This is an optimization exercise on Yosys and OpenROAD, whose aim is small area, a short achievable clock period and few clock cycles, not a production implementation. Only simulation tests tie the RTL to the original design; equivalence was not proved. No activity file was given, so power comes from the tool's default toggle rates.

== cedar ==
## routing_table_reader
module routing_table_reader
#(
    parameter int ADDR_W      = 16,
    parameter int HOST_IDX_W  = 6,
    parameter int SWITCH_ID_W = 4
) (
    input  logic                    clk,
    input  logic                    rst_n,
    output logic [ADDR_W-1:0]       mem_addr,
    input  logic [WORD_W-1:0]       mem_data,
    input  logic                    load_req,
    output logic                    load_ack,
    output logic                    tables_valid,
    output logic                    parse_error,
    input  logic                    host_req,
    input  logic [HOST_IDX_W-1:0]   host_index,
    output logic                    host_ack,
    output logic                    host_found,
    output logic [HOST_ENTRY_W-1:0] host_entry,
    input  logic                    path_req,
    input  logic [SWITCH_ID_W-1:0]  src_switch,
    input  logic [SWITCH_ID_W-1:0]  dst_switch,
    output logic                    path_ack,
    output logic [PATH_ENTRY_W-1:0] path_entry
);
Size: about 900 cells after synthesis, about 360 I/O pins.
clock: 8.0 ns
lec_check: 0
cap_margin: 20
core_margin: 2
core_utilization: 30
place_density: 0.8
setup_slack_margin: 4.4
slew_margin: 20
standard.sh (not shown) runs the stock make flow with config.mk's settings and CLKGATE_MAP_FILE= SYNTH_SCRIPT=/design/flow/synth_recipe.tcl, a recipe that flattens the netlist after the stock synthesis.
==> flow/flow/run.sh <==
#!/bin/bash
# Standard synthesis, then the standard layout with plain buffers on the ports
# and a clock tree without dummy loads.
set -euo pipefail
bash standard.sh synth > synth.log 2>&1
export BUFFER_PORTS_ARGS="-buffer_cell sky130_fd_sc_hd__buf_1"
export CTS_ARGS="-sink_clustering_enable -repair_clock_nets -dont_use_dummy_load"
bash standard.sh finish > layout.log 2>&1
Testbench counts of cedar, summed over its fixed seeds: cycles 7,945.
For raven, these inputs were changed with respect to cedar:
==> flow/flow/run.sh <==
#!/bin/bash
# Standard synthesis, then the standard layout with plain buffers on the ports.
set -euo pipefail
bash standard.sh synth > synth.log 2>&1
export BUFFER_PORTS_ARGS="-buffer_cell sky130_fd_sc_hd__buf_1"
bash standard.sh finish > layout.log 2>&1
diff --git a/flow/config.mk b/flow/config.mk
--- a/flow/config.mk
+++ b/flow/config.mk
@@ -9,5 +9,4 @@
 export CORE_MARGIN = 2
 export CORE_UTILIZATION = 30
-export PLACE_DENSITY = 0.8
-export SETUP_SLACK_MARGIN = 4.4
+export SETUP_SLACK_MARGIN = 4.25
 export SLEW_MARGIN = 20
## What came out
| total power | raven vs cedar | 0.000094 W higher |. raven: global-route usage 0.17 points above cedar. raven gives less combinational fraction of design power than cedar did. in2reg as the type of the worst setup path was reported by cedar, and in2out by raven.
Input-level comparison between onyx and raven:
diff --git a/flow/config.mk b/flow/config.mk
--- a/flow/config.mk
+++ b/flow/config.mk
@@ -9,4 +9,7 @@
 export CORE_MARGIN = 2
 export CORE_UTILIZATION = 30
+export CTS_BUF_LIST = sky130_fd_sc_hd__clkbuf_8
+export CTS_CLUSTER_DIAMETER = 40
+export CTS_CLUSTER_SIZE = 8
 export SETUP_SLACK_MARGIN = 4.25
 export SLEW_MARGIN = 20
## What came out
- onyx vs raven: routed length on met2 up
- Looking at raven and onyx, the sum of routed wire length over all layers is a wash.
- Measured against each other, raven and onyx differ in worst hold-check slack, the lower figure coming from raven.
- Taking raven as the reference, in onyx final worst setup slack now smaller, count of placed standard cells in the final layout, fillers left out level.
Changes in fjord relative to onyx:
==> flow/flow/run.sh <==
#!/bin/bash
# Standard synthesis, then the standard layout with plain buffers on the ports
# and a clock tree without dummy loads.
set -euo pipefail
bash standard.sh synth > synth.log 2>&1
export BUFFER_PORTS_ARGS="-buffer_cell sky130_fd_sc_hd__buf_1"
export CTS_ARGS="-repair_clock_nets -dont_use_dummy_load"
bash standard.sh finish > layout.log 2>&1
diff --git a/flow/config.mk b/flow/config.mk
--- a/flow/config.mk
+++ b/flow/config.mk
@@ -9,7 +9,4 @@
 export CORE_MARGIN = 2
 export CORE_UTILIZATION = 30
-export CTS_BUF_LIST = sky130_fd_sc_hd__clkbuf_8
-export CTS_CLUSTER_DIAMETER = 40
-export CTS_CLUSTER_SIZE = 8
-export SETUP_SLACK_MARGIN = 4.25
+export SETUP_SLACK_MARGIN = 4.4
 export SLEW_MARGIN = 20
Notes after the runs:
Buffer share of cell area: lower on onyx. The standard cells in fjord occupy more silicon area than those in onyx do. [fjord vs onyx] power: higher in fjord. Side by side, transition time of the tightest slew-check pin turned out higher in fjord than in onyx. Diff onyx -> fjord | clock slew seen by the registers of the worst setup and hold paths | decrease of 0.04 ns.


== lane 1 ==
routing_table_reader, a different RTL version from the one above (not shown whole).
Size in the first run: about 1100 cells after synthesis, roughly 360 I/O pins, roughly 0.012 mm^2 of cells after synthesis.
==> flow/design.v (excerpt) <==
module routing_table_reader
#(
    parameter int ADDR_W      = 16,
    parameter int HOST_IDX_W  = 6,
    parameter int SWITCH_ID_W = 4
) (
    input  logic                    clk,
    input  logic                    rst_n,
    output logic [ADDR_W-1:0]       mem_addr,
    input  logic [WORD_W-1:0]       mem_data,
    input  logic                    load_req,
    output logic                    load_ack,
    output logic                    tables_valid,
    output logic                    parse_error,
    input  logic                    host_req,
    input  logic [HOST_IDX_W-1:0]   host_index,
    output logic                    host_ack,
    output logic                    host_found,
    output logic [HOST_ENTRY_W-1:0] host_entry,
    input  logic                    path_req,
    input  logic [SWITCH_ID_W-1:0]  src_switch,
    input  logic [SWITCH_ID_W-1:0]  dst_switch,
    output logic                    path_ack,
    output logic [PATH_ENTRY_W-1:0] path_entry
);
    localparam int HW = ADDR_W - 3;
  ...
clock: 8.0 ns
lec_check: 0
cap_margin: 20
core_margin: 2
core_utilization: 40
slew_margin: 20
==> flow/flow/run.sh <==
#!/bin/bash
# Standard synthesis, then the standard layout with plain buffers on the ports.
set -euo pipefail
bash standard.sh synth > synth.log 2>&1
export BUFFER_PORTS_ARGS="-buffer_cell sky130_fd_sc_hd__buf_1"
bash standard.sh finish > layout.log 2>&1
Both conditions hold for lane 1: the flow ran to the end and the final layout passed the timing, design-rule and antenna checks.
Testbench counts of lane 1, summed over its fixed seeds: cycles 7,409.
Input-level comparison between lane 2 and lane 1:
- putting SETUP_SLACK_MARGIN at 4.0 where nothing was set
==> flow/run.sh (new file) <==
#!/bin/bash
# synth_recipe.tcl (not shown) runs the flow's synth.tcl, then flattens the netlist and writes it again
# the make line also repeats each setting of config.mk as NAME=value (left out here)
make -C /OpenROAD-flow-scripts/flow DESIGN_CONFIG=/design/flow/config.mk WORK_HOME=/design/flow/orfs CLKGATE_MAP_FILE= SYNTH_SCRIPT=/design/flow/synth_recipe.tcl finish
removed: flow/flow/run.sh
removed: flow/standard.sh
Results
Cmp lane 2 and lane 1 / met3 usage in global routing / lower: lane 1
Looking only at combinational group share of total power, and setting everything else aside, the higher value of lane 2 and lane 1 goes to lane 2.
On clock latency reported for the late side of the worst-skew pair, lane 2 and lane 1 are basically level.
Diff lane 2..lane 1 | max-cap check violation count | unchanged
The following lists how lane 3 was set up differently from lane 2:
- SETUP_SLACK_MARGIN removed (was 4.0)
## What came out
- Filler cell count for lane 3 is higher than for lane 2.
- The placed standard-cell area in lane 3 sits 0.92% below the value recorded for lane 2.
- Number of nets in the layout, lane 2 and lane 3: higher on lane 2
- Lane 3 vs lane 2 — shortest clock period the worst path allows after layout rose 1.31 ns.
- Lane 2 reports its slowest cell on the critical path as sky130_fd_sc_hd__fa_1 while lane 3 reports sky130_fd_sc_hd__clkdlybuf4s50_1.
- Comparing layout overhead on the synthesized area for lane 2 and lane 3, the bigger number came from lane 2.
- Lane 3 vs lane 2: design area down by a few percent
- Summary — total area of multi-input combinational cells, lane 3 relative to lane 2: lower, by 490 um^2.
- [lane 3 vs lane 2] utilization after layout: lower in lane 3
- Between lane 2 and lane 3, the switching share of total power does not differ in any meaningful way.


tundra:
routing_table_reader with an RTL version that a note above also has.
Size: ~900 cells after synthesis, about 360 I/O pins.
==> flow/config.mk <==
export PLATFORM = sky130hd
export DESIGN_NAME = routing_table_reader
export DESIGN_NICKNAME = routing_table_reader
export VERILOG_FILES = /design/flow/design.v
export SDC_FILE = /design/flow/constraint.sdc
export NUM_CORES = 4
export LEC_CHECK = 0
export CAP_MARGIN = 20
export CORE_MARGIN = 2
export CORE_UTILIZATION = 30
export SETUP_SLACK_MARGIN = 4.25
export SLEW_MARGIN = 20
==> flow/constraint.sdc <==
create_clock -name core_clock -period 8.0 [get_ports {clk}]
set_input_delay 1.6000 -clock core_clock [delete_from_list [all_inputs] [get_ports {clk}]]
set_output_delay 1.6000 -clock core_clock [all_outputs]
set_load 0.01 [all_outputs]
==> flow/flow/run.sh <==
#!/bin/bash
# Standard synthesis, then the standard layout with plain buffers on the ports
# and a clock tree without dummy loads.
set -euo pipefail
bash standard.sh synth > synth.log 2>&1
export BUFFER_PORTS_ARGS="-buffer_cell sky130_fd_sc_hd__buf_1"
export CTS_ARGS="-sink_clustering_enable -repair_clock_nets -dont_use_dummy_load"
bash standard.sh finish > layout.log 2>&1
Testbench counts of tundra, summed over its fixed seeds: cycles 7,945.
Setup changes, tundra to indigo
- SETUP_SLACK_MARGIN now 4.55, was 4.25
--- outcome ---
The flow did not stop early for indigo: all stages ran, and the layout cleared the timing, design-rule and antenna checks. indigo ends up with a power after layout that is about 5% higher than in tundra. indigo vs. tundra: total via count in the routed design now larger; number of vias per cell after detailed routing went down about 0.6%; sequential share of layout area fell 3.8 points; fmax picked up an extra 5.3%; sequential cell area closely matched the old numbers. indigo gives less clock network area share than tundra did. Actual transition at the worst max-transition pin: indigo > tundra. Min met2 demand-to-capacity share in global routing across indigo and tundra: tundra. STATUS clock period minus final worst setup slack: indigo wins against tundra. For tundra, the top routing layer in use was met5, unlike indigo, where it was met4. indigo — worst setup margin 0.19 ns higher, tundra as reference.
Modified inputs, willow compared to indigo
- swapping 4.55 for 4.25 in SETUP_SLACK_MARGIN
==> flow/flow/run.sh <==
#!/bin/bash
# Standard synthesis, then the standard layout with plain buffers on the ports
# and a clock tree without dummy loads.
set -euo pipefail
bash standard.sh synth > synth.log 2>&1
export BUFFER_PORTS_ARGS="-buffer_cell sky130_fd_sc_hd__buf_1"
export CTS_ARGS="-sink_clustering_enable -repair_clock_nets -dont_use_dummy_load -buf_list sky130_fd_sc_hd__clkbuf_8 -root_buf sky130_fd_sc_hd__clkbuf_16"
bash standard.sh finish > layout.log 2>&1
Findings:
Re number of global-route vias before repair: willow is 275 down on indigo. When willow is measured against indigo, its number of cells on the critical path turns out 1 lower. Between indigo and willow, the flow reports via count decreasing slightly. Changes observed in willow relative to indigo: number of sequential cells ~0 delta, largest fanout of any net on the critical path +3, worst-case headroom to the max-slew limit +1.9 points. willow vs indigo — wire length dropped 1700 um.
Setup changes, willow to harbor
- CORE_UTILIZATION: 30 -> 25
- SETUP_SLACK_MARGIN: 4.25 -> 4.4
==> flow/flow/run.sh <==
#!/bin/bash
# Standard synthesis, then the standard layout with plain buffers on the ports
# and a clock tree without dummy loads.
set -euo pipefail
bash standard.sh synth > synth.log 2>&1
export BUFFER_PORTS_ARGS="-buffer_cell sky130_fd_sc_hd__buf_1"
export CTS_ARGS="-sink_clustering_enable -repair_clock_nets -dont_use_dummy_load"
bash standard.sh finish > layout.log 2>&1
[summary]
- Re power share of the clock group: harbor and willow aren't equal, and the higher value belongs to harbor.
- Diff willow -> harbor: first-pass GRT wire length now larger; wire length increased 3500 um.

-- static timing again, ports no longer ideal --
No port has a modelled driver above. Below, the same layouts with a new extraction and two added sets of constraints.
Step 1 assumes that a clkbuf_16 drives the clock port and a buf_2 every other input.
Step 2, shift: input delay + t, output delay - t, t = (earliest + latest rising clock arrival at the registers) / 2. This alone moves slack from input paths to output paths.
a / b / c = ideal / step 1 / step 2; a / b = the first two.
run | t, ns | setup WS [ns] | hold WS [ns] | cell pins on the clock port's net
cedar | 0.472 | 4.386 / 4.386 / 3.914 | 0.485 / 0.485 / 0.485 | 1
raven | 0.474 | 4.297 / 4.267 / 3.949 | 0.489 / 0.489 / 0.489 | 1
onyx | 0.495 | 4.287 / 4.257 / 3.888 | 0.502 / 0.502 / 0.502 | 1
fjord | 0.460 | 4.412 / 4.391 / 3.955 | 0.480 / 0.480 / 0.480 | 1
lane 1 | 0.487 | 2.032 / 2.038 / 1.551 | 0.474 / 0.474 / 0.474 | 1
lane 2 | 0.485 | 3.024 / 2.952 / 2.467 | 0.477 / 0.477 / 0.477 | 1
lane 3 | 0.488 | 1.713 / 1.732 / 1.244 | 0.480 / 0.480 / 0.480 | 1
tundra | 0.460 | 4.282 / 4.251 / 3.957 | 0.487 / 0.487 / 0.487 | 1
indigo | 0.457 | 4.469 / 4.430 / 4.041 | 0.517 / 0.517 / 0.517 | 1
willow | 0.421 | 4.287 / 4.257 / 3.940 | 0.491 / 0.491 / 0.491 | 1
harbor | 0.463 | 4.422 / 4.399 / 3.972 | 0.489 / 0.489 / 0.489 | 1
After both steps every run listed still meets setup and hold. For lane 2, which loses most, drivers alone change the setup slack by -0.072 ns; drivers and shift together by -0.557 ns.
